Context: an optimization exercise on an open-source flow, tuned for small area. The choices shown serve that exercise and are no tape-out recipe.
RTL that was checked went through simulation tests only; none was proved equivalent to the original.
Power and IR drop assume default switching activity.

==> flow/design.v (excerpt) <==
module radar_digitizer
(
   input  logic        clk64,
   input  logic        rx_dsp_reset,
   input  logic        apb_psel,
   input  logic        apb_penable,
   input  logic        apb_pwrite,
   input  logic [7:0]  apb_paddr,
   input  logic [31:0] apb_pwdata,
   output logic [31:0] apb_prdata,
   output logic        apb_pready,
   output logic        apb_pslverr,
   input  logic [11:0] chan_video,
   input  logic [11:0] chan_trig,
   input  logic [11:0] chan_arp,
   input  logic [11:0] chan_acp,
   output logic [15:0] sample_data,
   output logic        sample_first,
   output logic        sample_valid,
   input  logic        sample_ready
);
   function automatic logic [31:0] rd_inc32(input logic [31:0] a, input logic cin);
      logic [31:0] r;
      logic        c, pre;
      pre = 1'b1;
      for (int k = 0; k < 4; k++)
      begin
         c = cin & pre;
         for (int i = 8*k; i < 8*k + 8; i++)
         begin
            r[i] = a[i] ^ c;
            c    = a[i] & c;
         end
         pre = pre & (&a[8*k +: 8]);
      end
      rd_inc32 = r;
   endfunction
   function automatic logic [15:0] rd_inc16(input logic [15:0] a);
      logic [15:0] r;
      logic        c;
      c = 1'b1;
      for (int i = 0; i < 16; i++)
      begin
         r[i] = a[i] ^ c;
         c    = a[i] & c;
      end
      rd_inc16 = r;
   endfunction
   function automatic logic [32:0] rd_dec32(input logic [31:0] a, input logic bin);
      logic [31:0] r;
      logic        b, pre;
      pre = 1'b1;
      for (int k = 0; k < 4; k++)
      begin
  ...
For scale: roughly 1800 cells after synthesis, ~420 flip-flops, roughly 150 I/O pins, about 17000 sq um of cells after synthesis.
==> flow/config.mk <==
export PLATFORM = sky130hd
export DESIGN_NAME = radar_digitizer
export DESIGN_NICKNAME = radar_digitizer
export VERILOG_FILES = /design/flow/design.v
export SDC_FILE = /design/flow/constraint.sdc
export NUM_CORES = 4
export LEC_CHECK = 0
export CAP_MARGIN = 20
export CORE_MARGIN = 2
export CORE_UTILIZATION = 70
export SLEW_MARGIN = 20
==> flow/constraint.sdc <==
create_clock -name core_clock -period 8.0 [get_ports {clk64}]
set_input_delay 1.6000 -clock core_clock [delete_from_list [all_inputs] [get_ports {clk64}]]
set_output_delay 1.6000 -clock core_clock [all_outputs]
set_load 0.01 [all_outputs]
standard.sh (not shown) runs the stock make flow with config.mk's settings and CLKGATE_MAP_FILE= SYNTH_SCRIPT=/design/flow/synth_recipe.tcl, a recipe that flattens the netlist after the stock synthesis.
==> flow/flow/run.sh <==
#!/bin/bash
# Own layout flow: the standard ORFS flow (standard.sh) with three changes:
#  - synthesis maps logic, adders included, with an area-oriented ABC script
#    (abc_area_map.script; no half/full adder cells are extracted first)
#    in place of ORFS's delay-oriented one; registers are mapped as in the
#    standard synthesis (dfflibmap runs before ABC and is unchanged)
#  - port buffers use the smallest buffer cell (every port still gets one)
#  - clock tree synthesis inserts no dummy loads and uses larger sink clusters
# Every tool's output goes to ORFS's logs under orfs/logs; make's own output
# goes to own_flow.log in the work folder.
set -euo pipefail
W=$(pwd)
F=$W/flow

{
  echo "set ::own_abc_script $F/abc_area_map.script"
  cat "$F/abc_override.tcl"
  cat "$W/synth_recipe.tcl"
} > "$W/own_synth.tcl"

sed "s|SYNTH_SCRIPT=[^ ]*|SYNTH_SCRIPT=$W/own_synth.tcl|" "$W/standard.sh" > "$W/own_standard.sh"
grep -q "SYNTH_SCRIPT=$W/own_synth.tcl" "$W/own_standard.sh"

export BUFFER_PORTS_ARGS="-buffer_cell sky130_fd_sc_hd__buf_1"
export CTS_ARGS="-sink_clustering_enable -repair_clock_nets -dont_use_dummy_load -buf_list {sky130_fd_sc_hd__clkbuf_16} -sink_clustering_size 24 -sink_clustering_max_diameter 80"

bash "$W/own_standard.sh" "$@" > "$W/own_flow.log" 2>&1
==> flow/flow/abc_area_map.script <==
strash
ifraig
dch -f
amap -m
==> flow/flow/abc_override.tcl <==
# Map with an area-oriented ABC script instead of ORFS's delay-oriented one.
proc abc {args} {
  set i [lsearch -exact $args -script]
  if {$i >= 0} {
    set args [lreplace $args [expr {$i + 1}] [expr {$i + 1}] $::own_abc_script]
  }
  yosys abc {*}$args
}

# Leave adders to ABC: no half/full adder cells are extracted before mapping.
proc extract_fa {args} {}
The starting point completed without violations.
Change:
--- a/flow/design.v
+++ b/flow/design.v
@@ -19,33 +19,28 @@
    input  logic [11:0] chan_video,
    input  logic [11:0] chan_trig,
    input  logic [11:0] chan_arp,
    input  logic [11:0] chan_acp,
    output logic [15:0] sample_data,
    output logic        sample_first,
    output logic        sample_valid,
    input  logic        sample_ready
 );
    function automatic logic [31:0] rd_inc32(input logic [31:0] a, input logic cin);
       logic [31:0] r;
-      logic        c, pre;
-      pre = 1'b1;
-      for (int k = 0; k < 4; k++)
+      logic        c;
+      c = cin;
+      for (int i = 0; i < 32; i++)
       begin
-         c = cin & pre;
-         for (int i = 8*k; i < 8*k + 8; i++)
-         begin
-            r[i] = a[i] ^ c;
-            c    = a[i] & c;
-         end
-         pre = pre & (&a[8*k +: 8]);
+         r[i] = a[i] ^ c;
+         c    = a[i] & c;
       end
       rd_inc32 = r;
    endfunction
    function automatic logic [15:0] rd_inc16(input logic [15:0] a);
       logic [15:0] r;
       logic        c;
       c = 1'b1;
       for (int i = 0; i < 16; i++)
       begin
          r[i] = a[i] ^ c;
          c    = a[i] & c;
After rerunning: The changed run completed with no timing, DRC or antenna violations. Fmax fell slightly. Clock-buffer cell count is unchanged. Utilization rose by 0.46 points. Register-to-register slack degrades by 0.05 ns. Via count went down slightly. Critical path depth goes up by 2. Non-clock buffer count went up by 8. Worst setup slack gets worse by 0.050 ns. Sequential power stays flat. Design area hardly moves. Routed wire length came out lower by a few percent. Global-route usage drops by 1.6 points. Clock power hardly moves.
For the second run of this note, only the layout was checked, not whether the RTL still works.

========
Setup of run a:
Another version of the RTL of radar_digitizer (not shown whole).
Size in the first run: ~150 I/O pins, about 19,000 um^2 of cells after synthesis.
## radar_digitizer
module radar_digitizer
(
   input  logic        clk64,
   input  logic        rx_dsp_reset,
   input  logic        apb_psel,
   input  logic        apb_penable,
   input  logic        apb_pwrite,
   input  logic [7:0]  apb_paddr,
   input  logic [31:0] apb_pwdata,
   output logic [31:0] apb_prdata,
   output logic        apb_pready,
   output logic        apb_pslverr,
   input  logic [11:0] chan_video,
   input  logic [11:0] chan_trig,
   input  logic [11:0] chan_arp,
   input  logic [11:0] chan_acp,
   output logic [15:0] sample_data,
   output logic        sample_first,
   output logic        sample_valid,
   input  logic        sample_ready
);
   function automatic logic [31:0] rd_inc32(input logic [31:0] a, input logic cin);
      logic [31:0] r;
      logic        c;
      c = cin;
      for (int i = 0; i < 32; i++)
      begin
         r[i] = a[i] ^ c;
         c    = a[i] & c;
      end
      rd_inc32 = r;
   endfunction
   function automatic logic [15:0] rd_inc16(input logic [15:0] a);
      logic [15:0] r;
      logic        c;
      c = 1'b1;
      for (int i = 0; i < 16; i++)
      begin
         r[i] = a[i] ^ c;
         c    = a[i] & c;
      end
      rd_inc16 = r;
   endfunction
   function automatic logic [32:0] rd_dec32(input logic [31:0] a);
      logic [31:0] r;
      logic        b;
      b = 1'b1;
      for (int i = 0; i < 32; i++)
      begin
         r[i] = a[i] ^ b;
         b    = ~a[i] & b;
      end
      rd_dec32 = {b, r};
   endfunction
   function automatic logic rd_ge16(input logic [15:0] a, input logic [15:0] b);
      logic c;
      c = 1'b1;
      for (int i = 0; i < 16; i++)
         c = (a[i] & ~b[i]) | ((a[i] | ~b[i]) & c);
      rd_ge16 = c;
   endfunction
   logic rst;
   assign rst = rx_dsp_reset;
   logic        cfg_enable;
   logic [2:0]  cfg_mode;
   logic        cfg_negate;
   logic [15:0] cfg_decim;
  ...
clock: 8.0 ns
lec_check: 0
cap_margin: 20
core_margin: 2
core_utilization: 40
slew_margin: 20
run.sh (not shown) runs the stock make flow with config.mk's settings and CLKGATE_MAP_FILE= SYNTH_SCRIPT=/design/flow/synth_recipe.tcl, a recipe that flattens the netlist after the stock synthesis.
Stock flow here: none of the scripts above is used.
Run a went all the way through synthesis, placement and routing and the layout is clean on timing, DRC and antenna.
The inputs of run b differ from those of run a as listed below.
--- a/flow/design.v
+++ b/flow/design.v
@@ -23,20 +23,25 @@
    output logic [15:0] sample_data,
    output logic        sample_first,
    output logic        sample_valid,
    input  logic        sample_ready
 );
    function automatic logic [31:0] rd_inc32(input logic [31:0] a, input logic cin);
       logic [31:0] r;
-      logic        c;
-      c = cin;
-      for (int i = 0; i < 32; i++)
+      logic        c, pre;
+      pre = 1'b1;
+      for (int k = 0; k < 4; k++)
       begin
-         r[i] = a[i] ^ c;
-         c    = a[i] & c;
+         c = cin & pre;
+         for (int i = 8*k; i < 8*k + 8; i++)
+         begin
+            r[i] = a[i] ^ c;
+            c    = a[i] & c;
+         end
+         pre = pre & (&a[8*k +: 8]);
       end
       rd_inc32 = r;
    endfunction
    function automatic logic [15:0] rd_inc16(input logic [15:0] a);
       logic [15:0] r;
       logic        c;
       c = 1'b1;
@@ -45,22 +50,27 @@
          r[i] = a[i] ^ c;
          c    = a[i] & c;
       end
       rd_inc16 = r;
    endfunction
    function automatic logic [32:0] rd_dec32(input logic [31:0] a);
       logic [31:0] r;
-      logic        b;
-      b = 1'b1;
-      for (int i = 0; i < 32; i++)
+      logic        b, pre;
+      pre = 1'b1;
+      for (int k = 0; k < 4; k++)
       begin
-         r[i] = a[i] ^ b;
-         b    = ~a[i] & b;
+         b = pre;
+         for (int i = 8*k; i < 8*k + 8; i++)
+         begin
+            r[i] = a[i] ^ b;
+            b    = ~a[i] & b;
+         end
+         pre = pre & ~(|a[8*k +: 8]);
       end
-      rd_dec32 = {b, r};
+      rd_dec32 = {pre, r};
    endfunction
    function automatic logic rd_ge16(input logic [15:0] a, input logic [15:0] b);
       logic c;
       c = 1'b1;
       for (int i = 0; i < 16; i++)
          c = (a[i] & ~b[i]) | ((a[i] | ~b[i]) & c);
       rd_ge16 = c;
@@ -149,15 +159,18 @@
          trig_interval <= '0;
       else if (trig_fire)
          trig_interval <= age_inc;
    end
    logic [31:0] acp_run, acp_per_rev;
    always_ff @(posedge clk64)
    begin
-      acp_run <= rd_inc32((rst | arp_strobe) ? 32'd0 : acp_run, acp_strobe & ~rst);
+      if (rst | arp_strobe)
+         acp_run <= 32'(acp_strobe & ~rst);
+      else
+         acp_run <= rd_inc32(acp_run, acp_strobe);
    end
    always_ff @(posedge clk64)
    begin
       if (rst)
          acp_per_rev <= '0;
       else if (arp_strobe)
          acp_per_rev <= acp_run;
@@ -296,20 +309,25 @@
    input  logic        clk64,
    input  logic        rst,
    input  logic        inc,
    output logic [31:0] count
 );
    function automatic logic [31:0] rd_inc32(input logic [31:0] a, input logic cin);
       logic [31:0] r;
-      logic        c;
-      c = cin;
-      for (int i = 0; i < 32; i++)
+      logic        c, pre;
+      pre = 1'b1;
+      for (int k = 0; k < 4; k++)
       begin
-         r[i] = a[i] ^ c;
-         c    = a[i] & c;
+         c = cin & pre;
+         for (int i = 8*k; i < 8*k + 8; i++)
+         begin
+            r[i] = a[i] ^ c;
+            c    = a[i] & c;
+         end
+         pre = pre & (&a[8*k +: 8]);
       end
       rd_inc32 = r;
    endfunction
    always_ff @(posedge clk64)
       count <= rd_inc32(count, inc) & {32{~rst}};
 endmodule
 module rd_detector
Notes after the runs:
- Run b: static power due to leakage is 0.23 nW lower than what run a reported.
- [compare] base=run a new=run b: register share of the cell area climbed 1.5 points; wire length rose 7.8%; detailed placement HPWL saw an increase; setup slack after placement went up; final standard cell area without fillers decreased about 3.4%.
- NOTE post-synthesis instance area run a->run b increased by a few percent
- Compared with run a, cell row count in run b increased slightly.
- Run b vs. run a: combined area of the multi-input logic cells decreased 6.3%, switching power share of the total increased 0.37 points, fmax increased 13%.
- Run b vs run a, final-layout worst hold slack went up by 0.011 ns.
- Comparing layout cell share with drive strength beyond 1 for run b and run a, the smaller number came from run b.
- Sum of internal, switching and leakage power, run b and run a, lower one = run b.
The RTL of run a was laid out without a check of its function.

## afterwards: timing with drivers on the ports
In the flow no input, the clock included, has a driving cell. The finished layouts below were timed again as built, in two steps.
Step 1 sets driving cells, clkbuf_16 on the clock port and buf_2 on the other inputs (assumed; they add their load-dependent delay and slew).
Step 2, shift: input delay + t, output delay - t, t = (earliest + latest rising clock arrival at the registers) / 2. This alone moves slack from input paths to output paths.
a / b / c = ideal / step 1 / step 2; a / b = the first two.
run | t (ns) | setup WS [ns] | slew at the worst register clock pin (ns) | worst slew at a driven data input, ns
the first run of note 1 | 0.583 | 0.632 / 0.632 / 0.632 | 0.10 / 0.10 | 0.05
the second run of note 1 | 0.575 | 0.583 / 0.583 / 0.583 | 0.10 / 0.10 | 0.05
run a | 0.633 | 0.158 / 0.186 / -0.448 | 0.07 / 0.07 | 0.07
run b | 0.634 | 1.081 / 1.053 / 1.053 | 0.07 / 0.07 | 0.08
Met with ideal ports but missed after step 2: setup timing in run a. The setup slack of run a, which loses most, moves by +0.028 ns with the drivers and by -0.606 ns with both steps.
